Source: an optimization exercise on an open RTL-to-GDS flow (aim: small area). Production flows keep margins and buffers that such runs may drop.
Only simulation tests tie the RTL to the original design; equivalence was not proved.
Power and IR drop assume default switching activity. The clock port is modelled as an ideal driver; clocking choices that lean on that would not hold on a real chip.

File: flow/run.sh
#!/bin/bash
# synth_recipe.tcl (not shown) runs the flow's synth.tcl, then flattens the netlist and writes it again
# the make line also repeats each setting of config.mk as NAME=value (left out here)
make -C /OpenROAD-flow-scripts/flow DESIGN_CONFIG=/design/flow/config.mk WORK_HOME=/design/flow/orfs CLKGATE_MAP_FILE= SYNTH_SCRIPT=/design/flow/synth_recipe.tcl finish
File: flow/constraint.sdc
create_clock -name core_clock -period 5.0 [get_ports {clk_i}]
set_input_delay 1.0000 -clock core_clock [delete_from_list [all_inputs] [get_ports {clk_i}]]
set_output_delay 1.0000 -clock core_clock [all_outputs]
set_load 0.01 [all_outputs]
File: flow/design.v
`timescale 1ns/1ps
package rv_pkg;
    localparam int INST_WIDTH = 32;
    localparam int XLEN       = 32;
    localparam int GPR_ADDR_W = 5;
    localparam int OPCODE_W = 7;
    localparam int FUNCT3_W = 3;
    localparam int FUNCT7_W = 7;
    localparam int RD_LSB     = 7;
    localparam int FUNCT3_LSB = 12;
    localparam int RS1_LSB    = 15;
    localparam int RS2_LSB    = 20;
    localparam int FUNCT7_LSB = 25;
    localparam logic [OPCODE_W-1:0] OPC_OP_IMM = 7'b0010011;
    localparam logic [OPCODE_W-1:0] OPC_OP     = 7'b0110011;
    localparam logic [OPCODE_W-1:0] OPC_LOAD   = 7'b0000011;
    localparam logic [OPCODE_W-1:0] OPC_STORE  = 7'b0100011;
    localparam logic [OPCODE_W-1:0] OPC_LUI    = 7'b0110111;
    localparam logic [OPCODE_W-1:0] OPC_AUIPC  = 7'b0010111;
    localparam int CLS_W = 3;
    localparam logic [CLS_W-1:0] CLS_OTHER  = 3'b000;
    localparam logic [CLS_W-1:0] CLS_LUI    = 3'b001;
    localparam logic [CLS_W-1:0] CLS_AUIPC  = 3'b010;
    localparam logic [CLS_W-1:0] CLS_OP_IMM = 3'b100;
    localparam logic [CLS_W-1:0] CLS_LOAD   = 3'b101;
    localparam logic [CLS_W-1:0] CLS_OP     = 3'b110;
    localparam logic [CLS_W-1:0] CLS_STORE  = 3'b111;
    localparam logic [5:0] ID_ILLEGAL = 6'd29;
endpackage
`timescale 1ns/1ps
module g_a222oi (
    input  logic a1, a2, b1, b2, c1, c2,
    output logic y
);
    assign y = ~((a1 & a2) | (b1 & b2) | (c1 & c2));
endmodule
module g_a22oi (
    input  logic a1, a2, b1, b2,
    output logic y
);
    assign y = ~((a1 & a2) | (b1 & b2));
endmodule
module g_nand4 (
    input  logic a, b, c, d,
    output logic y
);
    assign y = ~(a & b & c & d);
endmodule
module g_nand3 (
    input  logic a, b, c,
    output logic y
);
    assign y = ~(a & b & c);
endmodule
module g_or3 (
    input  logic a, b, c,
    output logic y
);
    assign y = a | b | c;
endmodule
`timescale 1ns/1ps
module ctrl_unit (
    input  logic [rv_pkg::CLS_W-1:0] cls_i,
    input  logic [2:0]               funct3_i,
    input  logic [31:7]              instr_i,
    output logic [5:0]               instr_id_o,
    output logic                     rs1_re_o,
    output logic                     rs2_re_o,
    output logic                     rd_we_o,
    output logic                     mem_re_o,
    output logic                     mem_we_o,
    output logic [31:0]              imm_o
);
    logic alt;
    assign alt = instr_i[30];
    always_comb begin
        instr_id_o = rv_pkg::ID_ILLEGAL;
        case (cls_i)
            rv_pkg::CLS_OP_IMM: begin
                case (funct3_i)
                    3'b000: instr_id_o = 6'd0;
                    3'b001: instr_id_o = 6'd6;
                    3'b010: instr_id_o = 6'd1;
                    3'b011: instr_id_o = 6'd2;
                    3'b100: instr_id_o = 6'd3;
                    3'b101: instr_id_o = alt ? 6'd8 : 6'd7;
                    3'b110: instr_id_o = 6'd4;
                    default: instr_id_o = 6'd5;
                endcase
            end
            rv_pkg::CLS_OP: begin
                case (funct3_i)
                    3'b000: instr_id_o = alt ? 6'd10 : 6'd9;
                    3'b001: instr_id_o = 6'd11;
                    3'b010: instr_id_o = 6'd12;
                    3'b011: instr_id_o = 6'd13;
                    3'b100: instr_id_o = 6'd14;
                    3'b101: instr_id_o = alt ? 6'd16 : 6'd15;
                    3'b110: instr_id_o = 6'd17;
                    default: instr_id_o = 6'd18;
                endcase
            end
            rv_pkg::CLS_LOAD: begin
                case (funct3_i)
                    3'b000: instr_id_o = 6'd19;
                    3'b001: instr_id_o = 6'd20;
                    3'b010: instr_id_o = 6'd21;
                    3'b100: instr_id_o = 6'd22;
                    3'b101: instr_id_o = 6'd23;
                    default: instr_id_o = rv_pkg::ID_ILLEGAL;
                endcase
            end
            rv_pkg::CLS_STORE: begin
                case (funct3_i)
                    3'b000: instr_id_o = 6'd24;
                    3'b001: instr_id_o = 6'd25;
                    3'b010: instr_id_o = 6'd26;
                    default: instr_id_o = rv_pkg::ID_ILLEGAL;
                endcase
            end
            rv_pkg::CLS_LUI:   instr_id_o = 6'd27;
            rv_pkg::CLS_AUIPC: instr_id_o = 6'd28;
            default:           instr_id_o = rv_pkg::ID_ILLEGAL;
        endcase
    end
    logic legal;
    assign legal = (cls_i != rv_pkg::CLS_OTHER) &&
                   !(cls_i == rv_pkg::CLS_LOAD  && (funct3_i == 3'b011 || funct3_i[2:1] == 2'b11)) &&
                   !(cls_i == rv_pkg::CLS_STORE && (funct3_i[2] || funct3_i[1:0] == 2'b11));
    assign rs1_re_o = legal && cls_i[2];
    assign rs2_re_o = legal && cls_i[2] && cls_i[1];
    assign rd_we_o  = legal && !(cls_i == rv_pkg::CLS_STORE);
    assign mem_re_o = legal && (cls_i == rv_pkg::CLS_LOAD);
    assign mem_we_o = legal && (cls_i == rv_pkg::CLS_STORE);
    logic i_type, s_type, u_type;
    assign i_type = (cls_i == rv_pkg::CLS_OP_IMM) || (cls_i == rv_pkg::CLS_LOAD);
    assign s_type = (cls_i == rv_pkg::CLS_STORE);
    assign u_type = (cls_i == rv_pkg::CLS_LUI) || (cls_i == rv_pkg::CLS_AUIPC);
    always_comb begin
        if (i_type) begin
            imm_o = {{20{instr_i[31]}}, instr_i[31:20]};
        end else if (s_type) begin
            imm_o = {{20{instr_i[31]}}, instr_i[31:25], instr_i[11:7]};
        end else if (u_type) begin
            imm_o = {instr_i[31:12], 12'b0};
        end else begin
            imm_o = '0;
        end
    end
endmodule
`timescale 1ns/1ps
module rf_rd_bit (
    input  logic [31:0] d_i,
    input  logic [31:0] s_i,
    output logic        y_o
);
    logic [10:0] t;
    logic [2:0]  p;
    for (genvar k = 0; k < 10; k++) begin : g_aoi
        g_a222oi u_aoi (
            .a1(d_i[3*k]),   .a2(s_i[3*k]),
            .b1(d_i[3*k+1]), .b2(s_i[3*k+1]),
            .c1(d_i[3*k+2]), .c2(s_i[3*k+2]),
            .y (t[k])
        );
    end
    g_a22oi u_aoi_last (
        .a1(d_i[30]), .a2(s_i[30]),
        .b1(d_i[31]), .b2(s_i[31]),
        .y (t[10])
    );
    g_nand4 u_n0 (.a(t[0]), .b(t[1]), .c(t[2]),  .d(t[3]), .y(p[0]));
    g_nand4 u_n1 (.a(t[4]), .b(t[5]), .c(t[6]),  .d(t[7]), .y(p[1]));
    g_nand3 u_n2 (.a(t[8]), .b(t[9]), .c(t[10]),           .y(p[2]));
    g_or3   u_o  (.a(p[0]), .b(p[1]), .c(p[2]),            .y(y_o));
endmodule
module rf_rd_dec (
    input  logic [rv_pkg::GPR_ADDR_W-1:0] addr_i,
    input  logic                          re_i,
    input  logic                          we_i,
    input  logic [rv_pkg::GPR_ADDR_W-1:0] waddr_i,
    output logic [31:0]                   sel_o
);
    logic fwd;
    assign fwd = re_i && we_i && waddr_i != '0 && waddr_i == addr_i;
    always_comb begin
        sel_o    = '0;
        sel_o[0] = fwd;
        for (int i = 1; i < 32; i++) begin
            sel_o[i] = re_i && !fwd && addr_i == i;
        end
    end
endmodule
module rf_wr_dec (
    input  logic                          reset_i,
    input  logic                          we_i,
    input  logic [rv_pkg::GPR_ADDR_W-1:0] waddr_i,
    input  logic [rv_pkg::XLEN-1:0]       wdata_i,
    output logic [31:1]                   wen_o,
    output logic [rv_pkg::XLEN-1:0]       wd_o
);
    assign wd_o = wdata_i & {rv_pkg::XLEN{~reset_i}};
    for (genvar i = 1; i < 32; i++) begin : g_wen
        assign wen_o[i] = reset_i | (we_i && waddr_i == i);
    end
endmodule
module regfile (
    input  logic [31*rv_pkg::XLEN-1:0]    regs_i,
    input  logic [rv_pkg::GPR_ADDR_W-1:0] rs1_addr_i,
    input  logic                          rs1_re_i,
    input  logic [rv_pkg::GPR_ADDR_W-1:0] rs2_addr_i,
    input  logic                          rs2_re_i,
    input  logic                          we_i,
    input  logic [rv_pkg::GPR_ADDR_W-1:0] waddr_i,
    input  logic [rv_pkg::XLEN-1:0]       wdata_i,
    output logic [rv_pkg::XLEN-1:0]       rs1_val_o,
    output logic [rv_pkg::XLEN-1:0]       rs2_val_o
);
    logic [31:0] sel1, sel2;
    rf_rd_dec u_dec1 (
        .addr_i(rs1_addr_i), .re_i(rs1_re_i), .we_i(we_i), .waddr_i(waddr_i), .sel_o(sel1)
    );
    rf_rd_dec u_dec2 (
        .addr_i(rs2_addr_i), .re_i(rs2_re_i), .we_i(we_i), .waddr_i(waddr_i), .sel_o(sel2)
    );
    for (genvar b = 0; b < rv_pkg::XLEN; b++) begin : g_bit
        logic [31:0] d;
        assign d[0] = wdata_i[b];
        for (genvar i = 1; i < 32; i++) begin : g_d
            assign d[i] = regs_i[(i-1)*rv_pkg::XLEN + b];
        end
        rf_rd_bit u_rd1 (.d_i(d), .s_i(sel1), .y_o(rs1_val_o[b]));
        rf_rd_bit u_rd2 (.d_i(d), .s_i(sel2), .y_o(rs2_val_o[b]));
    end
endmodule
`timescale 1ns/1ps
module id_stage (
    input  logic [rv_pkg::OPCODE_W-1:0] opcode_i,
    output logic [rv_pkg::CLS_W-1:0]    cls_o,
    input  logic [rv_pkg::CLS_W-1:0]    cls_i,
    input  logic [2:0]                  funct3_i,
    output logic                        rs1_re_o,
    output logic                        rs2_re_o
);
    always_comb begin
        case (opcode_i)
            rv_pkg::OPC_OP_IMM: cls_o = rv_pkg::CLS_OP_IMM;
            rv_pkg::OPC_OP:     cls_o = rv_pkg::CLS_OP;
            rv_pkg::OPC_LOAD:   cls_o = rv_pkg::CLS_LOAD;
            rv_pkg::OPC_STORE:  cls_o = rv_pkg::CLS_STORE;
            rv_pkg::OPC_LUI:    cls_o = rv_pkg::CLS_LUI;
            rv_pkg::OPC_AUIPC:  cls_o = rv_pkg::CLS_AUIPC;
            default:            cls_o = rv_pkg::CLS_OTHER;
        endcase
    end
    logic legal;
    assign legal = !(cls_i == rv_pkg::CLS_LOAD  && (funct3_i == 3'b011 || funct3_i[2:1] == 2'b11)) &&
                   !(cls_i == rv_pkg::CLS_STORE && (funct3_i[2] || funct3_i[1:0] == 2'b11));
    assign rs1_re_o = legal && cls_i[2];
    assign rs2_re_o = legal && cls_i[2] && cls_i[1];
endmodule
`timescale 1ns/1ps
module decode_top (
    input  logic                          clk_i,
    input  logic                          reset_i,
    input  logic                          if_valid_i,
    input  logic [rv_pkg::XLEN-1:0]       if_pc_i,
    input  logic [rv_pkg::INST_WIDTH-1:0] if_instr_i,
    input  logic                          stall_i,
    input  logic                          wb_we_i,
    input  logic [rv_pkg::GPR_ADDR_W-1:0] wb_addr_i,
    input  logic [rv_pkg::XLEN-1:0]       wb_data_i,
    output logic                          id_ex_valid_o,
    output logic [rv_pkg::XLEN-1:0]       id_ex_pc_o,
    output logic [rv_pkg::GPR_ADDR_W-1:0] id_ex_rd_addr_o,
    output logic [rv_pkg::GPR_ADDR_W-1:0] id_ex_rs1_addr_o,
    output logic [rv_pkg::GPR_ADDR_W-1:0] id_ex_rs2_addr_o,
    output logic [rv_pkg::XLEN-1:0]       id_ex_rs1_val_o,
    output logic [rv_pkg::XLEN-1:0]       id_ex_rs2_val_o,
    output logic [rv_pkg::XLEN-1:0]       id_ex_imm_o,
    output logic                          id_ex_rs1_re_o,
    output logic                          id_ex_rs2_re_o,
    output logic                          id_ex_rd_we_o,
    output logic                          id_ex_mem_re_o,
    output logic                          id_ex_mem_we_o,
    output logic [5:0]                    id_ex_instr_id_o
);
    logic [rv_pkg::CLS_W-1:0] f_cls;
    logic                     if_v;
    logic [rv_pkg::XLEN-1:0]  if_pc;
    logic [rv_pkg::CLS_W-1:0] if_cls;
    logic [31:7]              if_instr;
    logic [rv_pkg::XLEN-1:0]  ex_pc;
    logic [rv_pkg::CLS_W-1:0] ex_cls;
    logic [31:7]              ex_instr;
    logic [rv_pkg::XLEN-1:0]  ex_rs1_val;
    logic [rv_pkg::XLEN-1:0]  ex_rs2_val;
    logic                     rs1_re, rs2_re;
    logic [rv_pkg::XLEN-1:0]  rs1_val, rs2_val;
    logic [rv_pkg::XLEN-1:0]  regs [1:31];
    logic [31*rv_pkg::XLEN-1:0] regs_flat;
    logic [31:1]              wen;
    logic [rv_pkg::XLEN-1:0]  wd;
    id_stage u_id_stage (
        .opcode_i (if_instr_i[6:0]),
        .cls_o    (f_cls),
        .cls_i    (if_cls),
        .funct3_i (if_instr[14:12]),
        .rs1_re_o (rs1_re),
        .rs2_re_o (rs2_re)
    );
    always_ff @(posedge clk_i) begin
        if (reset_i) begin
            if_v <= 1'b0;
        end else if (!stall_i) begin
            if_v <= if_valid_i;
        end
    end
    always_ff @(posedge clk_i) begin
        if (!stall_i) begin
            if_pc    <= if_pc_i;
            if_cls   <= f_cls;
            if_instr <= if_instr_i[31:7];
        end
    end
    rf_wr_dec u_wr_dec (
        .reset_i(reset_i),
        .we_i   (wb_we_i),
        .waddr_i(wb_addr_i),
        .wdata_i(wb_data_i),
        .wen_o  (wen),
        .wd_o   (wd)
    );
    for (genvar i = 1; i < 32; i++) begin : g_reg
        always_ff @(posedge clk_i) begin
            if (wen[i]) begin
                regs[i] <= wd;
            end
        end
        assign regs_flat[(i-1)*rv_pkg::XLEN +: rv_pkg::XLEN] = regs[i];
    end
    regfile u_regfile (
        .regs_i    (regs_flat),
        .rs1_addr_i(if_instr[19:15]),
        .rs1_re_i  (rs1_re),
        .rs2_addr_i(if_instr[24:20]),
        .rs2_re_i  (rs2_re),
        .we_i      (wb_we_i),
        .waddr_i   (wb_addr_i),
        .wdata_i   (wb_data_i),
        .rs1_val_o (rs1_val),
        .rs2_val_o (rs2_val)
    );
    always_ff @(posedge clk_i) begin
        if (reset_i) begin
            id_ex_valid_o <= 1'b0;
        end else if (!stall_i) begin
            id_ex_valid_o <= if_v;
        end
    end
    always_ff @(posedge clk_i) begin
        if (!stall_i) begin
            ex_pc      <= if_pc;
            ex_cls     <= if_cls;
            ex_instr   <= if_instr;
            ex_rs1_val <= rs1_val;
            ex_rs2_val <= rs2_val;
        end
    end
    assign id_ex_pc_o       = ex_pc;
    assign id_ex_rd_addr_o  = ex_instr[11:7];
    assign id_ex_rs1_addr_o = ex_instr[19:15];
    assign id_ex_rs2_addr_o = ex_instr[24:20];
    assign id_ex_rs1_val_o  = ex_rs1_val;
    assign id_ex_rs2_val_o  = ex_rs2_val;
    ctrl_unit u_ctrl_unit (
        .cls_i     (ex_cls),
        .funct3_i  (ex_instr[14:12]),
        .instr_i   (ex_instr),
        .instr_id_o(id_ex_instr_id_o),
        .rs1_re_o  (id_ex_rs1_re_o),
        .rs2_re_o  (id_ex_rs2_re_o),
        .rd_we_o   (id_ex_rd_we_o),
        .mem_re_o  (id_ex_mem_re_o),
        .mem_we_o  (id_ex_mem_we_o),
        .imm_o     (id_ex_imm_o)
    );
endmodule
File: flow/config.mk
export PLATFORM = sky130hd
export DESIGN_NAME = decode_top
export DESIGN_NICKNAME = decode_top
export VERILOG_FILES = /design/flow/design.v
export SDC_FILE = /design/flow/constraint.sdc
export NUM_CORES = 4
export LEC_CHECK = 0
export CAP_MARGIN = 20
export CORE_MARGIN = 2
export CORE_UTILIZATION = 40
export SLEW_MARGIN = 20
export SYNTH_HIERARCHICAL = 1
export SYNTH_MINIMUM_KEEP_SIZE = 0
==> results.rst, run 1 <==
.. list-table::
   :header-rows: 1

   * - Metric
     - Value
   * - First-pass DRT Iterations
     - 15
   * - Cell area after synthesis
     - 46,700 µm²
   * - Average size of a mapped cell
     - 18.4 µm²
   * - Critical Path End
     - id_ex_imm_o[17]
   * - Die Footprint
     - 119,000 µm²
   * - CTS Hold Buffers Added
     - 0
   * - GRT Residual Overflow
     - 0
   * - Crit path DAT
     - 3.39 ns
   * - Critical path buffers and inverters
     - 2
   * - Internal power
     - 17.3 mW
   * - Pin count of the biggest net entering global routing
     - 103
   * - Reported max-cap violation count
     - 0
   * - Launching element type of the critical path
     - register
   * - Result of the run
     - finished clean
   * - CP peak stage delay
     - 0.83 ns
   * - Synthesized flop and latch total
     - 1,178
   * - Final routed DRC violation total
     - 0
   * - Pins over their slew limit
     - 0
   * - Most frequent cells in the layout
     - sky130_fd_sc_hd__edfxtp_1, sky130_fd_sc_hd__a222oi_1, sky130_fd_sc_hd__clkdlybuf4s50_1, sky130_fd_sc_hd__nand4_1, sky130_fd_sc_hd__clkbuf_16
   * - Core region area
     - 116,000 µm²
   * - Proportion of total power due to net switching
     - 0.234
   * - Register-to-register setup slack
     - 0.86 ns
   * - Worst setup path startpoint
     - ex_cls[0]$_DFFE_PN_
   * - Net switching power of the design
     - 5.30 mW
   * - Wire length reported by the detailed router
     - 180,000 µm
   * - Resized Gates After CTS
     - 0
   * - Kind of end point of the critical path
     - output pin
   * - Actual transition at the worst max-transition pin
     - 1.20 ns
   * - Root buf cell
     - sky130_fd_sc_hd__clkbuf_16
   * - Most common cell after layout, fill and taps aside
     - sky130_fd_sc_hd__edfxtp_1
   * - Leakage power
     - 18.6 nW
   * - Hold Violations, Final
     - 0
   * - Effective utilization at floorplan
     - 0.402
   * - Routed via count divided by cell count
     - 7.49
   * - Final core utilization
     - 0.489
   * - Destination of the worst register-to-register timing path
     - ex_rs2_val[10]$_DFFE_PN_
   * - Maximum level of the CTS H-tree
     - 3
   * - Post-route clock skew
     - 0.0424 ns
   * - DIE WIDTH
     - 346 µm
   * - Number of instances in the synthesized netlist
     - 2,534
   * - Via count of the routed design
     - 34,600
   * - TritonCTS sink count
     - 1,178
   * - Crit path max-delay cell type
     - sky130_fd_sc_hd__edfxtp_1
   * - Port Buffer Count
     - 259
   * - Count of pins on the block boundary
     - 261
   * - Initial drt markers
     - 9,617
   * - Cell breakdown of the critical path
     - inv_4, a21oi_4, and2_1, a21o_1, clkdlybuf4s50_1
   * - Dominant synthesized flop cell
     - sky130_fd_sc_hd__edfxtp_1
   * - Sequential share of power
     - 0.547
   * - Crit-path leading delay family
     - flip-flops
   * - Average wire per standard cell
     - 38.9 µm
   * - Antenna violations before repair
     - 8
   * - Critical path type
     - register to output pin
   * - Worst slew margin relative to its limit
     - 0.197
   * - Total routing resource utilization after global routing
     - 0.288
   * - Worst reg2reg path startpoint
     - if_instr[12]$_DFFE_PN_
   * - Setup TNS after final layout
     - 0 ns
   * - Wire length of the first global-routing pass
     - 248,000 µm
   * - CTS tree
     - yes
   * - Layout cell share with drive strength beyond 1
     - 0.162
   * - Number of distinct library cell variants in the gate-level netlist after synthesis
     - 60
   * - Final Net Count
     - 3,098
   * - Part of the total power dissipated in the clock network
     - 0.386
   * - HP Class
     - register to register
   * - Tcrit/Tclk final
     - 0.878
   * - Share of synthesized flip-flops with an asynchronous set or reset
     - 0
   * - Post-CTS setup buffer count
     - 0
   * - Sequential share of the synthesized area
     - 0.757
   * - Highest fanout seen on the critical path
     - 20
   * - Post-synth EDFFs
     - 1,176
   * - Final min period
     - 4.39 ns
   * - Final weighted congestion of routability-driven global placement
     - 0.940
   * - Largest vdd supply drop
     - 0.000293 V
   * - Required arrival time at the worst endpoint
     - 4.00 ns
   * - Count of yosys warnings during synthesis
     - 11
   * - Antenna-violating nets left
     - 0
   * - Layout Area Growth over Synthesis
     - 21.5%
   * - Worst hold slack
     - 0.411 ns
   * - Total power per unit cell area
     - 399 nW/µm²
   * - Clock-pin transition on the worst setup and hold timing paths
     - 0.06 ns
   * - Overall die height
     - 346 µm
   * - Number of placement rows
     - 125
   * - Setup violation total in the final timing report
     - 0
   * - RSZ-0062 raised after global routing
     - false
   * - Part of the total power dissipated in combinational logic
     - 0.067
   * - Crit path depth
     - 5
   * - Total CTS buffers
     - 117
   * - Net count after synthesis
     - 2,640
   * - Half-perimeter wire length after detailed placement
     - 102,000 µm
   * - Longest Clk Path Bufs
     - 3
   * - FF-to-FF path depth
     - 11
   * - Vias in the first global route
     - 33,200
   * - Worst-Skew Late Latency
     - 0.72 ns
   * - Max Freq
     - 0.228 GHz
==> state kept, by name (all words and copies together) (netlist names) <==
name / cells
regs: 992
ex_instr: 25
id_ex_valid_o: 1
if_pc: 32
if_instr: 25
ex_rs1_val: 32
ex_cls: 3
if_cls: 3
if_v: 1
ex_pc: 32
ex_rs2_val: 32
==> layer usage <==
layer  global-route usage  part of all wire
met1                0.367              0.34
met3               0.0738              0.15
met2                0.446              0.44
met5                    0           0.00014
met4                0.171             0.072
==> synth_stat cells, types with 2 or more instances <==
cell type	count	area, µm²
sky130_fd_sc_hd__nand4_1	132	826
sky130_fd_sc_hd__or3_1	64	400
sky130_fd_sc_hd__edfxtp_1	1176	35300
sky130_fd_sc_hd__buf_6	4	45.0
sky130_fd_sc_hd__mux2i_1	2	20.0
sky130_fd_sc_hd__nor3_2	18	180
sky130_fd_sc_hd__nor3_4	2	32.5
sky130_fd_sc_hd__a21o_2	5	43.8
sky130_fd_sc_hd__a31o_1	2	17.5
sky130_fd_sc_hd__a21o_1	23	173
sky130_fd_sc_hd__buf_1	4	15.0
sky130_fd_sc_hd__buf_2	19	95.1
sky130_fd_sc_hd__nand3_2	2	20.0
sky130_fd_sc_hd__inv_1	4	15.0
sky130_fd_sc_hd__nand3_1	87	435
sky130_fd_sc_hd__nand2_1	25	93.8
sky130_fd_sc_hd__a21oi_1	16	80.1
sky130_fd_sc_hd__nor4_1	3	18.8
sky130_fd_sc_hd__nand4b_1	4	35.0
sky130_fd_sc_hd__o211ai_1	4	30.0
sky130_fd_sc_hd__inv_2	2	7.51
sky130_fd_sc_hd__a21oi_4	3	48.8
sky130_fd_sc_hd__and2_1	10	62.6
sky130_fd_sc_hd__o31ai_1	3	22.5
sky130_fd_sc_hd__nor3_1	43	215
sky130_fd_sc_hd__buf_4	24	180
sky130_fd_sc_hd__nor2b_1	41	257
sky130_fd_sc_hd__nor3b_2	2	25.0
sky130_fd_sc_hd__nor2_2	2	12.5
sky130_fd_sc_hd__inv_4	2	12.5
sky130_fd_sc_hd__nor2_1	15	56.3
sky130_fd_sc_hd__and4bb_1	2	25.0
sky130_fd_sc_hd__o21ai_1	2	10.0
sky130_fd_sc_hd__a222oi_1	640	6410
sky130_fd_sc_hd__dfxtp_1	2	40.0
sky130_fd_sc_hd__clkbuf_1	4	15.0
sky130_fd_sc_hd__or4_4	2	22.5
sky130_fd_sc_hd__o21ai_0	21	105
sky130_fd_sc_hd__buf_12	2	40.0
sky130_fd_sc_hd__xnor2_1	10	87.6
sky130_fd_sc_hd__nand2b_1	17	106
sky130_fd_sc_hd__o21a_1	2	15.0
sky130_fd_sc_hd__a22oi_2	65	813
sky130_fd_sc_hd__a31o_2	6	52.6
==> modules after synthesis (local to each module, per instance), a selection <==
module	times used	flip-flops and latches
g_or3	64	0
g_nand3	64	0
rf_rd_dec	2	0
g_a22oi	64	0
decode_top	1	1178
g_a222oi	640	0
g_nand4	128	0
ctrl_unit	1	0
id_stage	1	0
rf_wr_dec	1	0
==> stage by stage <==
stage / std cells / worst slack (ns) / total power, mW / cell area (µm²)
after global routing: 4606 / 0.403 / 23.2 / 56700
after detailed placement: 4395 / -0.144 / 14.0 / 52800
final: 4614 / 0.608 / 22.6 / 56700
after floorplan: 2534 / 0.158 / 13.0 / 46700
after CTS: 4604 / 0.535 / 22.6 / 56600
after global placement: 4395 / -0.0815 / 13.9 / 52800
==> area by class of cell <==
| type | instances | area [µm²] |
|---|---|---|
| fillers | 9515 | 59300 |
| flip-flops and latches | 1178 | 35400 |
| multi-input cells | 1291 | 11600 |
| repair buffers | 396 | 4020 |
| clock buffers | 146 | 3060 |
| well taps | 1524 | 1910 |
| clock inverters | 63 | 686 |
| inverters | 8 | 38.8 |
| diodes | 8 | 20.0 |
==> worst min path at each step <==
stage,slack [ns],depth (start not counted),start,to
3_5_place_dp,0.40,0,if_pc[12]$_DFFE_PN_,ex_pc[12]$_DFFE_PN_
3_3_place_gp,0.40,0,if_pc[5]$_DFFE_PN_,ex_pc[5]$_DFFE_PN_
6_report,0.41,0,if_instr[29]$_DFFE_PN_,ex_instr[29]$_DFFE_PN_
5_1_grt,0.42,0,if_pc[2]$_DFFE_PN_,ex_pc[2]$_DFFE_PN_
2_1_floorplan,0.40,0,if_instr[10]$_DFFE_PN_,ex_instr[10]$_DFFE_PN_
4_1_cts,0.42,0,if_instr[29]$_DFFE_PN_,ex_instr[29]$_DFFE_PN_
==> power by group through the flow <==
| stage | clock network [mW] | registers [mW] | logic [mW] |
|---|---|---|---|
| CTS | 8.81 | 12.4 | 1.48 |
| detailed placement | 0 | 12.6 | 1.47 |
| floorplan | 0 | 12.4 | 0.588 |
| global route | 9.20 | 12.4 | 1.56 |
| finish | 8.74 | 12.4 | 1.52 |
| global placement | 0 | 12.5 | 1.44 |
==> logic make-up after synthesis <==
kind of cell / share of synthesized area
xor+xnor: 0.00188
other cells: 0.0000803
compound gates: 0.169
flops: 0.757
buf+inv: 0.00911
simple gates: 0.0621
fa+ha+maj: 0.000241
mux: 0.000429
==> run 2, diff against run 1 <==
--- a/flow/design.v
+++ b/flow/design.v
@@ -34,11 +34,11 @@
 );
     assign y = ~((a1 & a2) | (b1 & b2) | (c1 & c2));
 endmodule
-module g_a22oi (
+module g_a22o (
     input  logic a1, a2, b1, b2,
     output logic y
 );
-    assign y = ~((a1 & a2) | (b1 & b2));
+    assign y = (a1 & a2) | (b1 & b2);
 endmodule
 module g_nand4 (
     input  logic a, b, c, d,
@@ -58,6 +58,19 @@
 );
     assign y = a | b | c;
 endmodule
+module hold_mux #(
+    parameter int W = 32
+) (
+    input  logic         ld_i,
+    input  logic         hold_i,
+    input  logic [W-1:0] d_i,
+    input  logic [W-1:0] q_i,
+    output logic [W-1:0] y_o
+);
+    for (genvar b = 0; b < W; b++) begin : g_b
+        g_a22o u_ao (.a1(d_i[b]), .a2(ld_i), .b1(q_i[b]), .b2(hold_i), .y(y_o[b]));
+    end
+endmodule
 `timescale 1ns/1ps
 module ctrl_unit (
     input  logic [rv_pkg::CLS_W-1:0] cls_i,
@@ -150,13 +163,13 @@
 endmodule
 `timescale 1ns/1ps
 module rf_rd_bit (
-    input  logic [31:0] d_i,
-    input  logic [31:0] s_i,
+    input  logic [32:0] d_i,
+    input  logic [32:0] s_i,
     output logic        y_o
 );
     logic [10:0] t;
     logic [2:0]  p;
-    for (genvar k = 0; k < 10; k++) begin : g_aoi
+    for (genvar k = 0; k < 11; k++) begin : g_aoi
         g_a222oi u_aoi (
             .a1(d_i[3*k]),   .a2(s_i[3*k]),
             .b1(d_i[3*k+1]), .b2(s_i[3*k+1]),
@@ -164,44 +177,42 @@
             .y (t[k])
         );
     end
-    g_a22oi u_aoi_last (
-        .a1(d_i[30]), .a2(s_i[30]),
-        .b1(d_i[31]), .b2(s_i[31]),
-        .y (t[10])
-    );
     g_nand4 u_n0 (.a(t[0]), .b(t[1]), .c(t[2]),  .d(t[3]), .y(p[0]));
     g_nand4 u_n1 (.a(t[4]), .b(t[5]), .c(t[6]),  .d(t[7]), .y(p[1]));
     g_nand3 u_n2 (.a(t[8]), .b(t[9]), .c(t[10]),           .y(p[2]));
     g_or3   u_o  (.a(p[0]), .b(p[1]), .c(p[2]),            .y(y_o));
 endmodule
-module rf_rd_dec (
-    input  logic [rv_pkg::GPR_ADDR_W-1:0] addr_i,
-    input  logic                          re_i,
+module rf_wr_dec (
     input  logic                          we_i,
     input  logic [rv_pkg::GPR_ADDR_W-1:0] waddr_i,
-    output logic [31:0]                   sel_o
+    output logic [31:1]                   wdec_o
 );
-    logic fwd;
-    assign fwd = re_i && we_i && waddr_i != '0 && waddr_i == addr_i;
-    always_comb begin
-        sel_o    = '0;
-        sel_o[0] = fwd;
-        for (int i = 1; i < 32; i++) begin
-            sel_o[i] = re_i && !fwd && addr_i == i;
-        end
+    for (genvar i = 1; i < 32; i++) begin : g_w
+        assign wdec_o[i] = we_i && waddr_i == i;
     end
 endmodule
-module rf_wr_dec (
-    input  logic                          reset_i,
+module rf_wr_en (
+    input  logic        reset_i,
+    input  logic [31:1] wdec_i,
+    output logic [31:1] ld_o,
+    output logic [31:1] hold_o
+);
+    assign ld_o   = wdec_i & {31{~reset_i}};
+    assign hold_o = ~(wdec_i | {31{reset_i}});
+endmodule
+module rf_rd_dec (
+    input  logic [rv_pkg::GPR_ADDR_W-1:0] addr_i,
+    input  logic                          re_i,
     input  logic                          we_i,
     input  logic [rv_pkg::GPR_ADDR_W-1:0] waddr_i,
-    input  logic [rv_pkg::XLEN-1:0]       wdata_i,
-    output logic [31:1]                   wen_o,
-    output logic [rv_pkg::XLEN-1:0]       wd_o
+    input  logic [31:1]                   wdec_i,
+    input  logic                          stall_i,
+    output logic [32:0]                   sel_o
 );
-    assign wd_o = wdata_i & {rv_pkg::XLEN{~reset_i}};
-    for (genvar i = 1; i < 32; i++) begin : g_wen
-        assign wen_o[i] = reset_i | (we_i && waddr_i == i);
+    assign sel_o[0]  = !stall_i && re_i && we_i && waddr_i != '0 && waddr_i == addr_i;
+    assign sel_o[32] = stall_i;
+    for (genvar i = 1; i < 32; i++) begin : g_s
+        assign sel_o[i] = !stall_i && re_i && addr_i == i && !wdec_i[i];
     end
 endmodule
 module regfile (
@@ -212,16 +223,22 @@
     input  logic                          rs2_re_i,
     input  logic                          we_i,
     input  logic [rv_pkg::GPR_ADDR_W-1:0] waddr_i,
+    input  logic [31:1]                   wdec_i,
     input  logic [rv_pkg::XLEN-1:0]       wdata_i,
-    output logic [rv_pkg::XLEN-1:0]       rs1_val_o,
-    output logic [rv_pkg::XLEN-1:0]       rs2_val_o
+    input  logic                          stall_i,
+    input  logic [rv_pkg::XLEN-1:0]       rs1_q_i,
+    input  logic [rv_pkg::XLEN-1:0]       rs2_q_i,
+    output logic [rv_pkg::XLEN-1:0]       rs1_d_o,
+    output logic [rv_pkg::XLEN-1:0]       rs2_d_o
 );
-    logic [31:0] sel1, sel2;
+    logic [32:0] sel1, sel2;
     rf_rd_dec u_dec1 (
-        .addr_i(rs1_addr_i), .re_i(rs1_re_i), .we_i(we_i), .waddr_i(waddr_i), .sel_o(sel1)
+        .addr_i(rs1_addr_i), .re_i(rs1_re_i), .we_i(we_i), .waddr_i(waddr_i),
+        .wdec_i(wdec_i), .stall_i(stall_i), .sel_o(sel1)
     );
     rf_rd_dec u_dec2 (
-        .addr_i(rs2_addr_i), .re_i(rs2_re_i), .we_i(we_i), .waddr_i(waddr_i), .sel_o(sel2)
+        .addr_i(rs2_addr_i), .re_i(rs2_re_i), .we_i(we_i), .waddr_i(waddr_i),
+        .wdec_i(wdec_i), .stall_i(stall_i), .sel_o(sel2)
     );
     for (genvar b = 0; b < rv_pkg::XLEN; b++) begin : g_bit
         logic [31:0] d;
@@ -229,8 +246,8 @@
         for (genvar i = 1; i < 32; i++) begin : g_d
             assign d[i] = regs_i[(i-1)*rv_pkg::XLEN + b];
         end
-        rf_rd_bit u_rd1 (.d_i(d), .s_i(sel1), .y_o(rs1_val_o[b]));
-        rf_rd_bit u_rd2 (.d_i(d), .s_i(sel2), .y_o(rs2_val_o[b]));
+        rf_rd_bit u_rd1 (.d_i({rs1_q_i[b], d}), .s_i(sel1), .y_o(rs1_d_o[b]));
+        rf_rd_bit u_rd2 (.d_i({rs2_q_i[b], d}), .s_i(sel2), .y_o(rs2_d_o[b]));
     end
 endmodule
 `timescale 1ns/1ps
@@ -285,22 +302,25 @@
     output logic                          id_ex_mem_we_o,
     output logic [5:0]                    id_ex_instr_id_o
 );
+    localparam int PW = rv_pkg::XLEN + rv_pkg::CLS_W + 25;
     logic [rv_pkg::CLS_W-1:0] f_cls;
+    logic                     adv;
     logic                     if_v;
+    logic [PW-1:0]            if_q, if_d;
     logic [rv_pkg::XLEN-1:0]  if_pc;
     logic [rv_pkg::CLS_W-1:0] if_cls;
     logic [31:7]              if_instr;
-    logic [rv_pkg::XLEN-1:0]  ex_pc;
+    logic [PW-1:0]            ex_q, ex_d;
     logic [rv_pkg::CLS_W-1:0] ex_cls;
     logic [31:7]              ex_instr;
-    logic [rv_pkg::XLEN-1:0]  ex_rs1_val;
-    logic [rv_pkg::XLEN-1:0]  ex_rs2_val;
+    logic [rv_pkg::XLEN-1:0]  ex_rs1_val, ex_rs2_val;
+    logic [rv_pkg::XLEN-1:0]  rs1_d, rs2_d;
     logic                     rs1_re, rs2_re;
-    logic [rv_pkg::XLEN-1:0]  rs1_val, rs2_val;
-    logic [rv_pkg::XLEN-1:0]  regs [1:31];
+    logic [rv_pkg::XLEN-1:0]    regs [1:31];
+    logic [rv_pkg::XLEN-1:0]    regs_d [1:31];
     logic [31*rv_pkg::XLEN-1:0] regs_flat;
-    logic [31:1]              wen;
-    logic [rv_pkg::XLEN-1:0]  wd;
+    logic [31:1]                wdec, ld, hold;
+    assign adv = ~stall_i;
     id_stage u_id_stage (
         .opcode_i (if_instr_i[6:0]),
         .cls_o    (f_cls),
@@ -316,26 +336,38 @@
             if_v <= if_valid_i;
         end
     end
+    hold_mux #(.W(PW)) u_if_hold (
+        .ld_i  (adv),
+        .hold_i(stall_i),
+        .d_i   ({if_pc_i, f_cls, if_instr_i[31:7]}),
+        .q_i   (if_q),
+        .y_o   (if_d)
+    );
     always_ff @(posedge clk_i) begin
-        if (!stall_i) begin
-            if_pc    <= if_pc_i;
-            if_cls   <= f_cls;
-            if_instr <= if_instr_i[31:7];
-        end
+        if_q <= if_d;
     end
+    assign {if_pc, if_cls, if_instr} = if_q;
     rf_wr_dec u_wr_dec (
-        .reset_i(reset_i),
         .we_i   (wb_we_i),
         .waddr_i(wb_addr_i),
-        .wdata_i(wb_data_i),
-        .wen_o  (wen),
-        .wd_o   (wd)
+        .wdec_o (wdec)
+    );
+    rf_wr_en u_wr_en (
+        .reset_i(reset_i),
+        .wdec_i (wdec),
+        .ld_o   (ld),
+        .hold_o (hold)
     );
     for (genvar i = 1; i < 32; i++) begin : g_reg
+        hold_mux #(.W(rv_pkg::XLEN)) u_hold (
+            .ld_i  (ld[i]),
+            .hold_i(hold[i]),
+            .d_i   (wb_data_i),
+            .q_i   (regs[i]),
+            .y_o   (regs_d[i])
+        );
         always_ff @(posedge clk_i) begin
-            if (wen[i]) begin
-                regs[i] <= wd;
-            end
+            regs[i] <= regs_d[i];
         end
         assign regs_flat[(i-1)*rv_pkg::XLEN +: rv_pkg::XLEN] = regs[i];
     end
@@ -347,9 +379,13 @@
         .rs2_re_i  (rs2_re),
         .we_i      (wb_we_i),
         .waddr_i   (wb_addr_i),
+        .wdec_i    (wdec),
         .wdata_i   (wb_data_i),
-        .rs1_val_o (rs1_val),
-        .rs2_val_o (rs2_val)
+        .stall_i   (stall_i),
+        .rs1_q_i   (ex_rs1_val),
+        .rs2_q_i   (ex_rs2_val),
+        .rs1_d_o   (rs1_d),
+        .rs2_d_o   (rs2_d)
     );
     always_ff @(posedge clk_i) begin
         if (reset_i) begin
@@ -358,16 +394,19 @@
             id_ex_valid_o <= if_v;
         end
     end
+    hold_mux #(.W(PW)) u_ex_hold (
+        .ld_i  (adv),
+        .hold_i(stall_i),
+        .d_i   (if_q),
+        .q_i   (ex_q),
+        .y_o   (ex_d)
+    );
     always_ff @(posedge clk_i) begin
-        if (!stall_i) begin
-            ex_pc      <= if_pc;
-            ex_cls     <= if_cls;
-            ex_instr   <= if_instr;
-            ex_rs1_val <= rs1_val;
-            ex_rs2_val <= rs2_val;
-        end
+        ex_q       <= ex_d;
+        ex_rs1_val <= rs1_d;
+        ex_rs2_val <= rs2_d;
     end
-    assign id_ex_pc_o       = ex_pc;
+    assign {id_ex_pc_o, ex_cls, ex_instr} = ex_q;
     assign id_ex_rd_addr_o  = ex_instr[11:7];
     assign id_ex_rs1_addr_o = ex_instr[19:15];
     assign id_ex_rs2_addr_o = ex_instr[24:20];
==> flow/flow/run.sh (new file) <==
#!/bin/bash
# The standard layout (standard.sh: the ORFS flow and synthesis, unchanged)
# with two changes made through ORFS's own variables:
#  - the port buffers are sky130_fd_sc_hd__buf_1 instead of the cell
#    buffer_ports picks by itself (still one buffer on every input and output);
#  - clock tree synthesis inserts no dummy loads, with larger sink clusters.
# Each ORFS step writes its full log under orfs/logs/; make's own output goes
# to flow_make.log in this folder.
set -euo pipefail
cd "$(dirname "$0")/.."
export BUFFER_PORTS_ARGS="-buffer_cell sky130_fd_sc_hd__buf_1"
export CTS_ARGS="-sink_clustering_enable -repair_clock_nets -sink_clustering_size 30 -sink_clustering_max_diameter 100 -buf_list {sky130_fd_sc_hd__clkbuf_8 sky130_fd_sc_hd__clkbuf_16} -dont_use_dummy_load"
bash standard.sh > flow_make.log 2>&1
==> flow/standard.sh (new file) <==
#!/bin/bash
# synth_recipe.tcl (not shown) runs the flow's synth.tcl, then flattens the netlist and writes it again
# the make line also repeats each setting of config.mk as NAME=value (left out here)
make -C /OpenROAD-flow-scripts/flow DESIGN_CONFIG=/design/flow/config.mk WORK_HOME=/design/flow/orfs CLKGATE_MAP_FILE= SYNTH_SCRIPT=/design/flow/synth_recipe.tcl "${@:-finish}"
--- a/flow/config.mk
+++ b/flow/config.mk
@@ -7,7 +7,8 @@
 export LEC_CHECK = 0
 export CAP_MARGIN = 20
 export CORE_MARGIN = 2
-export CORE_UTILIZATION = 40
+export CORE_UTILIZATION = 50
+export PLACE_DENSITY = 0.65
 export SLEW_MARGIN = 20
 export SYNTH_HIERARCHICAL = 1
 export SYNTH_MINIMUM_KEEP_SIZE = 0
removed: flow/run.sh
==> run 2 against run 1 <==
Power fell by 32%. Flip-flop and latch count did not move. Core utilization rose by 7.9 points. Sequential power fell by 22%. Clock-buffer cell count fell by 100. Via count rose by 26%. Clock power fell by 47%. Sequential share of layout area fell by 15 points. Non-clock buffer count rose by 27. Largest cell class unchanged. Highest routed layer unchanged.
==> results.rst, run 2 <==
.. list-table::
   :header-rows: 1

   * - Metric
     - Value
   * - Result of the run
     - finished clean
   * - Internal power
     - 11.5 mW
   * - TritonCTS sink count
     - 1,178
   * - Overall die height
     - 302 µm
   * - CTS tree
     - yes
   * - Largest vdd supply drop
     - 0.000386 V
   * - Pin count of the biggest net entering global routing
     - 71
   * - Average size of a mapped cell
     - 12.2 µm²
   * - Die Footprint
     - 91,500 µm²
   * - Wire length reported by the detailed router
     - 204,000 µm
   * - Layout cell share with drive strength beyond 1
     - 0.0984
   * - Dominant synthesized flop cell
     - sky130_fd_sc_hd__dfxtp_1
   * - Kind of end point of the critical path
     - register
   * - Via count of the routed design
     - 43,600
   * - Cell area after synthesis
     - 44,500 µm²
   * - Number of distinct library cell variants in the gate-level netlist after synthesis
     - 60
   * - Number of placement rows
     - 109
   * - Sequential share of the synthesized area
     - 0.530
   * - Final min period
     - 3.99 ns
   * - First-pass DRT Iterations
     - 15
   * - Maximum level of the CTS H-tree
     - 2
   * - Half-perimeter wire length after detailed placement
     - 121,000 µm
   * - Area share of the largest cell type after synthesis
     - 0.530
   * - Setup violation total in the final timing report
     - 0
   * - Root buf cell
     - sky130_fd_sc_hd__clkbuf_16
   * - Wire length of the first global-routing pass
     - 288,000 µm
   * - Resized Gates After CTS
     - 0
   * - Synthesized flop and latch total
     - 1,178
   * - Launching element type of the critical path
     - primary input
   * - Required arrival time at the worst endpoint
     - 5.55 ns
   * - Port Buffer Count
     - 259
   * - Max Freq
     - 0.251 GHz
   * - Pins over their slew limit
     - 0
   * - Post-synth EDFFs
     - 0
   * - Worst reg2reg path startpoint
     - if_q[8]$_DFF_P_
   * - Critical path buffers and inverters
     - 2
   * - Number of instances in the synthesized netlist
     - 3,649
   * - Worst-Skew Late Latency
     - 0.68 ns
   * - Hold wc startpoint
     - if_q[20]$_DFF_P_
   * - Longest Clk Path Bufs
     - 3
   * - HP Class
     - register to register
   * - Largest registers in the final layout
     - regs x992, ex_q x60, if_q x60
   * - Core region area
     - 88,400 µm²
   * - Reported max-cap violation count
     - 0
   * - Worst setup path startpoint
     - wb_addr_i[3]
   * - Crit path DAT
     - 4.54 ns
   * - Effective utilization at floorplan
     - 0.504
   * - Post-CTS setup buffer count
     - 0
   * - Synth area leader
     - sky130_fd_sc_hd__dfxtp_1
   * - CP peak stage delay
     - 0.70 ns
   * - Cell breakdown of the critical path
     - buf_1, or4b_4, nor2_1, nor4_2, buf_4, a222oi_1, nand4_1, or3_1
   * - Net switching power of the design
     - 3.83 mW
   * - Part of the total power dissipated in the clock network
     - 0.301
   * - Count of yosys warnings during synthesis
     - 12
   * - Routed via count divided by cell count
     - 8.31
   * - Tcrit/Tclk final
     - 0.798
   * - Crit-path leading delay family
     - simple AND/OR/NAND/NOR gates
   * - Register with the most flip-flops
     - regs
   * - Crit path max-delay cell type
     - sky130_fd_sc_hd__nand4_1
   * - Net count after synthesis
     - 3,755
   * - Total CTS buffers
     - 46
   * - Top area cells in the synthesized netlist
     - sky130_fd_sc_hd__dfxtp_1, sky130_fd_sc_hd__a22o_1, sky130_fd_sc_hd__a222oi_1
   * - Vias in the first global route
     - 39,800
   * - Post-route clock skew
     - 0.0796 ns
   * - Most frequent cells in the layout
     - sky130_fd_sc_hd__dfxtp_1, sky130_fd_sc_hd__a22o_1, sky130_fd_sc_hd__a222oi_1, sky130_fd_sc_hd__buf_1, sky130_fd_sc_hd__buf_4
   * - GRT Residual Overflow
     - 0
   * - DIE WIDTH
     - 302 µm
   * - Most common cell after layout, fill and taps aside
     - sky130_fd_sc_hd__dfxtp_1
   * - Layout Area Growth over Synthesis
     - 12.6%
   * - RSZ-0062 raised after global routing
     - false
   * - Most common cell in the netlist
     - sky130_fd_sc_hd__dfxtp_1
   * - Clock-pin transition on the worst setup and hold timing paths
     - 0.11 ns
   * - Final weighted congestion of routability-driven global placement
     - 0.945
   * - Count of pins on the block boundary
     - 261
   * - Antenna violations before repair
     - 20
   * - Proportion of total power due to net switching
     - 0.250
   * - Final Net Count
     - 4,175
   * - Worst slew margin relative to its limit
     - 0.176
   * - Hold Violations, Final
     - 0
   * - Highest fanout seen on the critical path
     - 32
   * - Total routing resource utilization after global routing
     - 0.426
   * - Final routed DRC violation total
     - 0
   * - Final core utilization
     - 0.567
   * - CTS Hold Buffers Added
     - 0
   * - Critical path type
     - primary input to register
   * - Total power per unit cell area
     - 305 nW/µm²
   * - Sequential share of power
     - 0.633
   * - Average wire per standard cell
     - 39.0 µm
   * - Post-synth top cells
     - sky130_fd_sc_hd__dfxtp_1, sky130_fd_sc_hd__a22o_1, sky130_fd_sc_hd__a222oi_1
   * - Max reg flops
     - 992
   * - Leakage power
     - 17.9 nW
   * - Initial drt markers
     - 11,100
   * - Antenna-violating nets left
     - 0
   * - Setup TNS after final layout
     - 0 ns
   * - Part of the total power dissipated in combinational logic
     - 0.065
   * - Share of synthesized flip-flops with an asynchronous set or reset
     - 0
   * - Actual transition at the worst max-transition pin
     - 1.23 ns
run 2: area by class of cell:
class | instances | area (µm²)
Tap cell | 1165 | 1460
Sequential cell | 1178 | 23600
Clock buffer | 46 | 1150
Multi-Input combinational cell | 2415 | 21300
Antenna cell | 13 | 32.5
Fill cell | 7540 | 38200
Timing Repair Buffer | 423 | 2570
Inverter | 5 | 25.0
run 2: power by group through the flow:
stage / Combinational (mW) / Sequential [mW] / Clock (mW)
after floorplan: 0.421 / 9.85 / 0
after global placement: 0.916 / 9.90 / 0
after detailed placement: 0.937 / 9.90 / 0
after CTS: 0.937 / 9.69 / 4.60
after global routing: 1.02 / 9.72 / 4.92
final: 0.996 / 9.70 / 4.61
run 2: logic make-up after synthesis:
logic type | count (synthesis) | synth area share
xor gates and xnor gates | 10 | 0.00197
muxes | 2 | 0.000450
and+or+nand+nor | 519 | 0.0709
AOI/OAI and AO/OA | 1882 | 0.387
adders and majority gates | 1 | 0.000253
other | 1 | 0.0000842
DFF | 1178 | 0.530
buffers and inverters | 56 | 0.00927
run 2: path summary, 6_finish.rpt:
path,to,slack [ns],cells past startpoint
max,ex_rs1_val[3]$_DFF_P_,1.01,8
min,ex_q[20]$_DFF_P_,0.47,1
max reg2reg,ex_rs1_val[5]$_DFF_P_,1.25,7
min reg2reg,ex_q[20]$_DFF_P_,0.47,1
run 2: routing by layer:
metal / GRT usage / vias up / routed length [µm]
met2: 0.594 / 4153 / 82100
met3: 0.148 / 794 / 32600
met5: 0.0114 / - / 232
met1: 0.561 / 21100 / 74500
li1: - / 17500 / -
met4: 0.265 / 14 / 14900
run 2: stage by stage:
step           cells  total power [mW]  cell area, µm²  hold slack (ns)  setup slack (ns)
2_1_floorplan   3649              10.3           44500            0.443             0.757
3_3_place_gp    5170              10.8           48600            0.455             0.592
3_5_place_dp    5177              10.8           48700            0.456             0.605
4_1_cts         5223              15.2           49900            0.469              1.19
5_1_grt         5236              15.7           50100            0.486              1.02
6_report        5245              15.3           50100            0.470              1.01
run 2: modules after synthesis, one instance, submodules excluded, a selection:
module,flops+latches,area (µm²),cells,copies in the design
ctrl_unit,0,790,121,1
decode_top,1178,23700,1198,1
g_a222oi,0,10.0,1,704
g_a22o,0,8.76,1,1112
g_nand3,0,5.00,1,64
g_nand4,0,6.26,1,128
g_or3,0,6.26,1,64
id_stage,0,93.8,15,1
rf_rd_dec,0,460,64,2
rf_wr_dec,0,230,46,1
rf_wr_en,0,462,69,1
==> run 3, diff against run 2 <==
--- a/flow/design.v
+++ b/flow/design.v
@@ -71,6 +71,18 @@
         g_a22o u_ao (.a1(d_i[b]), .a2(ld_i), .b1(q_i[b]), .b2(hold_i), .y(y_o[b]));
     end
 endmodule
+module g_a21o (
+    input  logic a1, a2, b1,
+    output logic y
+);
+    assign y = (a1 & a2) | b1;
+endmodule
+module g_and2 (
+    input  logic a, b,
+    output logic y
+);
+    assign y = a & b;
+endmodule
 `timescale 1ns/1ps
 module ctrl_unit (
     input  logic [rv_pkg::CLS_W-1:0] cls_i,
@@ -145,21 +157,45 @@
     assign rd_we_o  = legal && !(cls_i == rv_pkg::CLS_STORE);
     assign mem_re_o = legal && (cls_i == rv_pkg::CLS_LOAD);
     assign mem_we_o = legal && (cls_i == rv_pkg::CLS_STORE);
-    logic i_type, s_type, u_type;
-    assign i_type = (cls_i == rv_pkg::CLS_OP_IMM) || (cls_i == rv_pkg::CLS_LOAD);
-    assign s_type = (cls_i == rv_pkg::CLS_STORE);
-    assign u_type = (cls_i == rv_pkg::CLS_LUI) || (cls_i == rv_pkg::CLS_AUIPC);
-    always_comb begin
-        if (i_type) begin
-            imm_o = {{20{instr_i[31]}}, instr_i[31:20]};
-        end else if (s_type) begin
-            imm_o = {{20{instr_i[31]}}, instr_i[31:25], instr_i[11:7]};
-        end else if (u_type) begin
-            imm_o = {instr_i[31:12], 12'b0};
-        end else begin
-            imm_o = '0;
-        end
+    logic is_i, is_s, is_u, is_is, is_any, sgn;
+    imm_dec u_imm_dec (
+        .cls_i   (cls_i),
+        .b31_i   (instr_i[31]),
+        .is_i_o  (is_i),
+        .is_s_o  (is_s),
+        .is_u_o  (is_u),
+        .is_is_o (is_is),
+        .is_any_o(is_any),
+        .sgn_o   (sgn)
+    );
+    for (genvar k = 0; k < 5; k++) begin : g_lo
+        g_a22o u_ao (.a1(is_i), .a2(instr_i[20+k]), .b1(is_s), .b2(instr_i[7+k]), .y(imm_o[k]));
     end
+    for (genvar k = 5; k < 11; k++) begin : g_mid
+        g_and2 u_a (.a(is_is), .b(instr_i[20+k]), .y(imm_o[k]));
+    end
+    assign imm_o[11] = sgn;
+    for (genvar k = 12; k < 31; k++) begin : g_hi
+        g_a21o u_ao (.a1(is_u), .a2(instr_i[k]), .b1(sgn), .y(imm_o[k]));
+    end
+    g_and2 u_top (.a(is_any), .b(instr_i[31]), .y(imm_o[31]));
+endmodule
+module imm_dec (
+    input  logic [rv_pkg::CLS_W-1:0] cls_i,
+    input  logic                     b31_i,
+    output logic                     is_i_o,
+    output logic                     is_s_o,
+    output logic                     is_u_o,
+    output logic                     is_is_o,
+    output logic                     is_any_o,
+    output logic                     sgn_o
+);
+    assign is_i_o   = (cls_i == rv_pkg::CLS_OP_IMM) || (cls_i == rv_pkg::CLS_LOAD);
+    assign is_s_o   = (cls_i == rv_pkg::CLS_STORE);
+    assign is_u_o   = (cls_i == rv_pkg::CLS_LUI) || (cls_i == rv_pkg::CLS_AUIPC);
+    assign is_is_o  = is_i_o || is_s_o;
+    assign is_any_o = is_is_o || is_u_o;
+    assign sgn_o    = is_is_o && b31_i;
 endmodule
 `timescale 1ns/1ps
 module rf_rd_bit (
--- a/flow/config.mk
+++ b/flow/config.mk
@@ -5,10 +5,10 @@
 export SDC_FILE = /design/flow/constraint.sdc
 export NUM_CORES = 4
 export LEC_CHECK = 0
-export CAP_MARGIN = 20
+export CAP_MARGIN = 10
 export CORE_MARGIN = 2
 export CORE_UTILIZATION = 50
 export PLACE_DENSITY = 0.65
-export SLEW_MARGIN = 20
+export SLEW_MARGIN = 10
 export SYNTH_HIERARCHICAL = 1
 export SYNTH_MINIMUM_KEEP_SIZE = 0
==> run 3 against run 2 <==
Synthesized cell count decreased by 0.16%. Core utilization decreased by 0.54 points. Non-clock buffer count fell by 30. Clock-buffer cell count stayed put. Critical path type unchanged. Largest cell class unchanged.
==> results.rst, run 3 <==
.. list-table::
   :header-rows: 1

   * - Metric
     - Value
   * - Routed via count divided by cell count
     - 8.30
   * - Final Net Count
     - 4,145
   * - Largest registers in the final layout
     - regs x992, ex_q x60, if_q x60
   * - Dominant synthesized flop cell
     - sky130_fd_sc_hd__dfxtp_1
   * - Longest Clk Path Bufs
     - 3
   * - Post-synth EDFFs
     - 0
   * - Number of instances in the synthesized netlist
     - 3,643
   * - TritonCTS sink count
     - 1,178
   * - HP Class
     - register to register
   * - Resized Gates After CTS
     - 0
   * - Pins over their slew limit
     - 0
   * - Share of synthesized flip-flops with an asynchronous set or reset
     - 0
   * - Number of distinct library cell variants in the gate-level netlist after synthesis
     - 58
   * - Max reg flops
     - 992
   * - RSZ-0062 raised after global routing
     - false
   * - Final design instance area without fill
     - 49,600 µm²
   * - Core region area
     - 88,200 µm²
   * - Final routed DRC violation total
     - 0
   * - Final std cells w/o fill
     - 5,208
   * - Worst slew margin relative to its limit
     - 0.0642
   * - Pin count of the biggest net entering global routing
     - 90
   * - Most frequent cells in the layout
     - sky130_fd_sc_hd__dfxtp_1, sky130_fd_sc_hd__a22o_1, sky130_fd_sc_hd__a222oi_1, sky130_fd_sc_hd__buf_1, sky130_fd_sc_hd__buf_4
   * - Highest fanout seen on the critical path
     - 32
   * - Synthesized flop and latch total
     - 1,178
   * - Area share of the largest cell type after synthesis
     - 0.530
   * - Actual transition at the worst max-transition pin
     - 1.40 ns
   * - Antenna violations before repair
     - 22
   * - Half-perimeter wire length after detailed placement
     - 118,000 µm
   * - CP peak stage delay
     - 0.63 ns
   * - Synth area leader
     - sky130_fd_sc_hd__dfxtp_1
   * - Layout cell share with drive strength beyond 1
     - 0.0897
   * - Total routing resource utilization after global routing
     - 0.422
   * - Net count after synthesis
     - 3,749
   * - Post-synth top cells
     - sky130_fd_sc_hd__dfxtp_1, sky130_fd_sc_hd__a22o_1, sky130_fd_sc_hd__a222oi_1
   * - Most common cell after layout, fill and taps aside
     - sky130_fd_sc_hd__dfxtp_1
   * - Total instance count after detailed placement
     - 5,156
   * - Average wire per standard cell
     - 38.9 µm
   * - Required arrival time at the worst endpoint
     - 5.54 ns
   * - Cell area after synthesis
     - 44,500 µm²
   * - Final core utilization
     - 0.562
   * - Average size of a mapped cell
     - 12.2 µm²
   * - Hold Violations, Final
     - 0
   * - Count of yosys warnings during synthesis
     - 12
   * - Reported max-cap violation count
     - 0
   * - Largest vdd supply drop
     - 0.000333 V
   * - Clock-pin transition on the worst setup and hold timing paths
     - 0.12 ns
   * - Number of placement rows
     - 109
   * - Sequential share of the synthesized area
     - 0.530
   * - Port Buffer Count
     - 259
   * - Max Freq
     - 0.247 GHz
   * - Crit path max-delay cell type
     - sky130_fd_sc_hd__a222oi_1
   * - Total CTS buffers
     - 46
   * - First-pass DRT Iterations
     - 14
   * - Cell breakdown of the critical path
     - buf_1, nand4bb_1, nor2_1, nor3_2, buf_4, a222oi_1, nand4_1, or3_1
   * - Critical path buffers and inverters
     - 2
   * - CTS Hold Buffers Added
     - 0
   * - Crit path DAT
     - 4.59 ns
   * - Vias in the first global route
     - 39,800
   * - Final weighted congestion of routability-driven global placement
     - 0.952
   * - Total power per unit cell area
     - 308 nW/µm²
   * - Maximum level of the CTS H-tree
     - 2
   * - Tcrit/Tclk final
     - 0.811
   * - Kind of end point of the critical path
     - register
   * - Die Footprint
     - 91,300 µm²
   * - Crit-path leading delay family
     - simple AND/OR/NAND/NOR gates
   * - Leakage power
     - 17.7 nW
   * - Top area cells in the synthesized netlist
     - sky130_fd_sc_hd__dfxtp_1, sky130_fd_sc_hd__a22o_1, sky130_fd_sc_hd__a222oi_1
   * - Setup TNS after final layout
     - 0 ns
   * - Wire length of the first global-routing pass
     - 284,000 µm
   * - Effective utilization at floorplan
     - 0.504
   * - Most common cell in the netlist
     - sky130_fd_sc_hd__dfxtp_1
   * - Initial drt markers
     - 10,400
   * - Setup violation total in the final timing report
     - 0
   * - Result of the run
     - finished clean
   * - Layout Area Growth over Synthesis
     - 11.5%
   * - Final min period
     - 4.05 ns
   * - Via count of the routed design
     - 43,200
   * - DIE WIDTH
     - 302 µm
   * - CTS tree
     - yes
   * - GRT Residual Overflow
     - 0
   * - Launching element type of the critical path
     - primary input
   * - Post-CTS setup buffer count
     - 0
   * - Count of pins on the block boundary
     - 261
   * - Antenna-violating nets left
     - 0
   * - Critical path type
     - primary input to register
   * - Register with the most flip-flops
     - regs
   * - Wire length reported by the detailed router
     - 202,000 µm
   * - Total placed instance area
     - 48,400 µm²
   * - Overall die height
     - 302 µm
   * - Post-route clock skew
     - 0.0793 ns
   * - Worst-Skew Late Latency
     - 0.67 ns
   * - Root buf cell
     - sky130_fd_sc_hd__clkbuf_16
-- run 3: cell count changes in the layout (fill, tap and decap cells not counted), sizes merged, moves of 4 or more --
cell	delta
a21oi	-7
nand3	-7
and3	+4
diode	-7
a22o	+5
buf	-30
-- run 3: per-module statistics from Yosys, one instance, submodules excluded, a selection --
module	flops+latches	cells	times used
ctrl_unit	0	74	1
decode_top	1178	1198	1
g_a21o	0	1	19
g_a222oi	0	1	704
g_a22o	0	1	1117
g_and2	0	1	7
g_nand3	0	1	64
g_nand4	0	1	128
g_or3	0	1	64
id_stage	0	15	1
imm_dec	0	10	1
rf_rd_dec	0	64	2
rf_wr_dec	0	46	1
rf_wr_en	0	69	1
-- run 3: metrics by stage --
step | hold slack (ns) | total power [mW] | setup WS, ns
CTS | 0.466 | 15.2 | 1.28
floorplan | 0.443 | 10.3 | 0.757
detailed placement | 0.455 | 10.8 | 0.623
global route | 0.475 | 15.6 | 1.06
finish | 0.461 | 15.3 | 0.947
global placement | 0.456 | 10.8 | 0.664
-- run 3: layout make-up --
cell class | count | area (µm²)
fillers | 7602 | 38700
flip-flops and latches | 1178 | 23600
multi-input cells | 2416 | 21300
repair buffers | 393 | 2050
well taps | 1165 | 1460
clock buffers | 46 | 1150
inverters | 4 | 17.5
diodes | 6 | 15.0
-- run 3: worst register-to-register path, delay by kind of cell (launching register included) --
family | cells | cell delay [ns]
AO/OA/AOI/OAI | 3 | 0.76
AND/OR/NAND/NOR | 5 | 2.02
buffers and inverters | 1 | 0.45
flip-flops | 1 | 0.36
-- run 3: per-layer routing --
layer | track usage | up-vias | wire length, µm
met3 | 0.156 | 796 | 32200
met2 | 0.583 | 4071 | 80800
met4 | 0.270 | 14 | 15100
met5 | 0 | - | 85
met1 | 0.552 | 20900 | 74200
li1 | - | 17400 | -
-- run 3: report_power, final --
group / leakage [nW] / switching (mW) / internal (mW)
registers: 9.53 / 0.152 / 9.54
clock network: 0.567 / 2.94 / 1.67
logic: 7.60 / 0.711 / 0.247
-- run 3: path summary, 6_finish.rpt --
check / start / to / slack, ns / cells after the start
setup / recovery: wb_addr_i[2] / ex_rs1_val[12]$_DFF_P_ / 0.95 / 8
hold / removal: if_q[34]$_DFF_P_ / ex_q[34]$_DFF_P_ / 0.46 / 1
setup reg to reg: if_q[5]$_DFF_P_ / ex_rs2_val[2]$_DFF_P_ / 1.38 / 9
hold reg to reg: if_q[34]$_DFF_P_ / ex_q[34]$_DFF_P_ / 0.46 / 1
-- run 3: cells by family after synthesis --
| family | share of synthesized area |
|---|---|
| mux | 0.000450 |
| xor+xnor | 0.00197 |
| compound gates | 0.387 |
| other cells | 0.0000843 |
| fa+ha+maj | 0.000225 |
| buf+inv | 0.00771 |
| flops | 0.530 |
| simple gates | 0.0720 |
==> run 4, diff against run 3 <==
--- a/flow/flow/run.sh
+++ b/flow/flow/run.sh
@@ -9,5 +9,5 @@
 set -euo pipefail
 cd "$(dirname "$0")/.."
 export BUFFER_PORTS_ARGS="-buffer_cell sky130_fd_sc_hd__buf_1"
-export CTS_ARGS="-sink_clustering_enable -repair_clock_nets -sink_clustering_size 30 -sink_clustering_max_diameter 100 -buf_list {sky130_fd_sc_hd__clkbuf_8 sky130_fd_sc_hd__clkbuf_16} -dont_use_dummy_load"
+export CTS_ARGS="-sink_clustering_enable -repair_clock_nets -sink_clustering_size 24 -sink_clustering_max_diameter 80 -buf_list {sky130_fd_sc_hd__clkbuf_8 sky130_fd_sc_hd__clkbuf_16} -dont_use_dummy_load"
 bash standard.sh > flow_make.log 2>&1
==> run 4 against run 3 <==
Still clean. Wire length increased by 0.27%. Design area rose by 0.61%. Critical endpoint is now ex_rs1_val[22]$_DFF_P_. Setup slack gained 0.030 ns. Non-clock buffer count unchanged. Clock skew fell by 0.0025 ns. Register-to-register slack better by 0.08 ns. Clock-buffer cell count grew 12. Maximum frequency grew 0.73%. Critical path depth is the same. Die area unchanged. Synthesized area stayed put.
==> results.rst, run 4 <==
.. list-table::
   :header-rows: 1

   * - Metric
     - Value
   * - Result of the run
     - finished clean
   * - Hold Violations, Final
     - 0
   * - Number of instances in the synthesized netlist
     - 3,643
   * - Dominant synthesized flop cell
     - sky130_fd_sc_hd__dfxtp_1
   * - Post-route clock skew
     - 0.0768 ns
   * - Root buf cell
     - sky130_fd_sc_hd__clkbuf_16
   * - Total CTS buffers
     - 58
   * - Number of placement rows
     - 109
   * - Synth area leader
     - sky130_fd_sc_hd__dfxtp_1
   * - Final worst-path setup slack
     - 0.977 ns
   * - Most common cell after layout, fill and taps aside
     - sky130_fd_sc_hd__dfxtp_1
   * - Post-synth top cells
     - sky130_fd_sc_hd__dfxtp_1, sky130_fd_sc_hd__a22o_1, sky130_fd_sc_hd__a222oi_1
   * - RSZ-0062 raised after global routing
     - false
   * - Number of distinct library cell variants in the gate-level netlist after synthesis
     - 58
   * - Layout cell share with drive strength beyond 1
     - 0.0924
   * - Routed via count divided by cell count
     - 8.30
   * - Crit path DAT
     - 4.58 ns
   * - Cell area after synthesis
     - 44,500 µm²
   * - Initial drt markers
     - 10,400
   * - First-pass DRT Iterations
     - 17
   * - Post-synth EDFFs
     - 0
   * - Area share of the largest cell type after synthesis
     - 0.530
   * - Final weighted congestion of routability-driven global placement
     - 0.952
   * - Port Buffer Count
     - 259
   * - Antenna violations before repair
     - 23
   * - Effective utilization at floorplan
     - 0.504
   * - Pins over their slew limit
     - 0
   * - Count of yosys warnings during synthesis
     - 12
   * - Max Freq
     - 0.249 GHz
   * - Share of synthesized flip-flops with an asynchronous set or reset
     - 0
   * - Final Net Count
     - 4,157
   * - Max reg flops
     - 992
   * - Half-perimeter wire length after detailed placement
     - 118,000 µm
   * - Number of fillers in the final layout
     - 7,602
run 4: through the flow:
stage                     hold slack [ns]  instances
after floorplan                     0.443       3643
after global placement              0.456       5156
after detailed placement            0.455       5156
after CTS                           0.443       5214
after global routing                0.448       5215
final                               0.447       5221
run 4: path summary, 6_finish.rpt:
kind                          from                     end  slack (ns)  cells after the start
setup / recovery      wb_addr_i[2]  ex_rs1_val[22]$_DFF_P_        0.98                      8
hold / removal    if_q[34]$_DFF_P_        ex_q[34]$_DFF_P_        0.45                      1
setup reg to reg   if_q[5]$_DFF_P_   ex_rs2_val[2]$_DFF_P_        1.46                      9
hold reg to reg   if_q[34]$_DFF_P_        ex_q[34]$_DFF_P_        0.45                      1
run 4: modules after synthesis (local to each module, per instance), a selection:
module      copies in the design  cells inside
g_a222oi                     704             1
rf_rd_dec                      2            64
g_a21o                        19             1
rf_wr_en                       1            69
decode_top                     1          1198
g_nand3                       64             1
g_nand4                      128             1
imm_dec                        1            10
id_stage                       1            15
g_a22o                      1117             1
run 4: cell type report:
cell class                      instances  area (µm²)  share of cell area
Antenna cell                            7        17.5            0.000351
Sequential cell                      1178       23600               0.473
Clock buffer                           58        1450              0.0291
Tap cell                             1165        1460              0.0292
Inverter                                4        17.5            0.000351
Multi-Input combinational cell       2416       21300               0.427
Timing Repair Buffer                  393        2050              0.0411
run 4: where the power goes:
part	internal (mW)	switching, mW	leakage, nW
Combinational	0.247	0.710	7.60
Clock	2.06	3.06	0.715
Sequential	9.53	0.152	9.53
Total	11.8	3.93	17.9
run 4: layer usage:
layer | up-vias | global-route usage | wire, µm
met5 | - | 0 | 55
met4 | 8 | 0.279 | 15600
met3 | 801 | 0.152 | 32300
met2 | 4085 | 0.584 | 80800
met1 | 21000 | 0.554 | 74300
li1 | 17500 | - | -
run 4: cells by family (layout without fill, tap and decap cells):
kind of cell	Yosys count	in the layout	synth area share
adders and majority gates	1	1	0.000225
buffers and inverters	49	455	0.00771
other	1	8	0.0000843
DFF	1178	1178	0.530
xor gates and xnor gates	10	10	0.00197
AOI/OAI and AO/OA	1876	1876	0.387
muxes	2	2	0.000450
and+or+nand+nor	526	526	0.0720
run 4: worst register-to-register path, stage by stage (launching register included):
cell	delay [ns]
sky130_fd_sc_hd__dfxtp_1	0.36
sky130_fd_sc_hd__a21o_1	0.18
sky130_fd_sc_hd__a21oi_1	0.37
sky130_fd_sc_hd__nor3b_4	0.32
sky130_fd_sc_hd__nand3_1	0.30
sky130_fd_sc_hd__nor3_2	0.81
sky130_fd_sc_hd__buf_4	0.44
sky130_fd_sc_hd__a222oi_1	0.18
sky130_fd_sc_hd__nand4_1	0.40
sky130_fd_sc_hd__or3_1	0.17

Check on run 4: ideal ports give 0.977 ns setup slack; a clkbuf_16 on the clock port and buf_2 on the inputs give 1.020 ns; moving port delays by the midpoint clock arrival (0.718 ns) as well gives 0.302 ns.
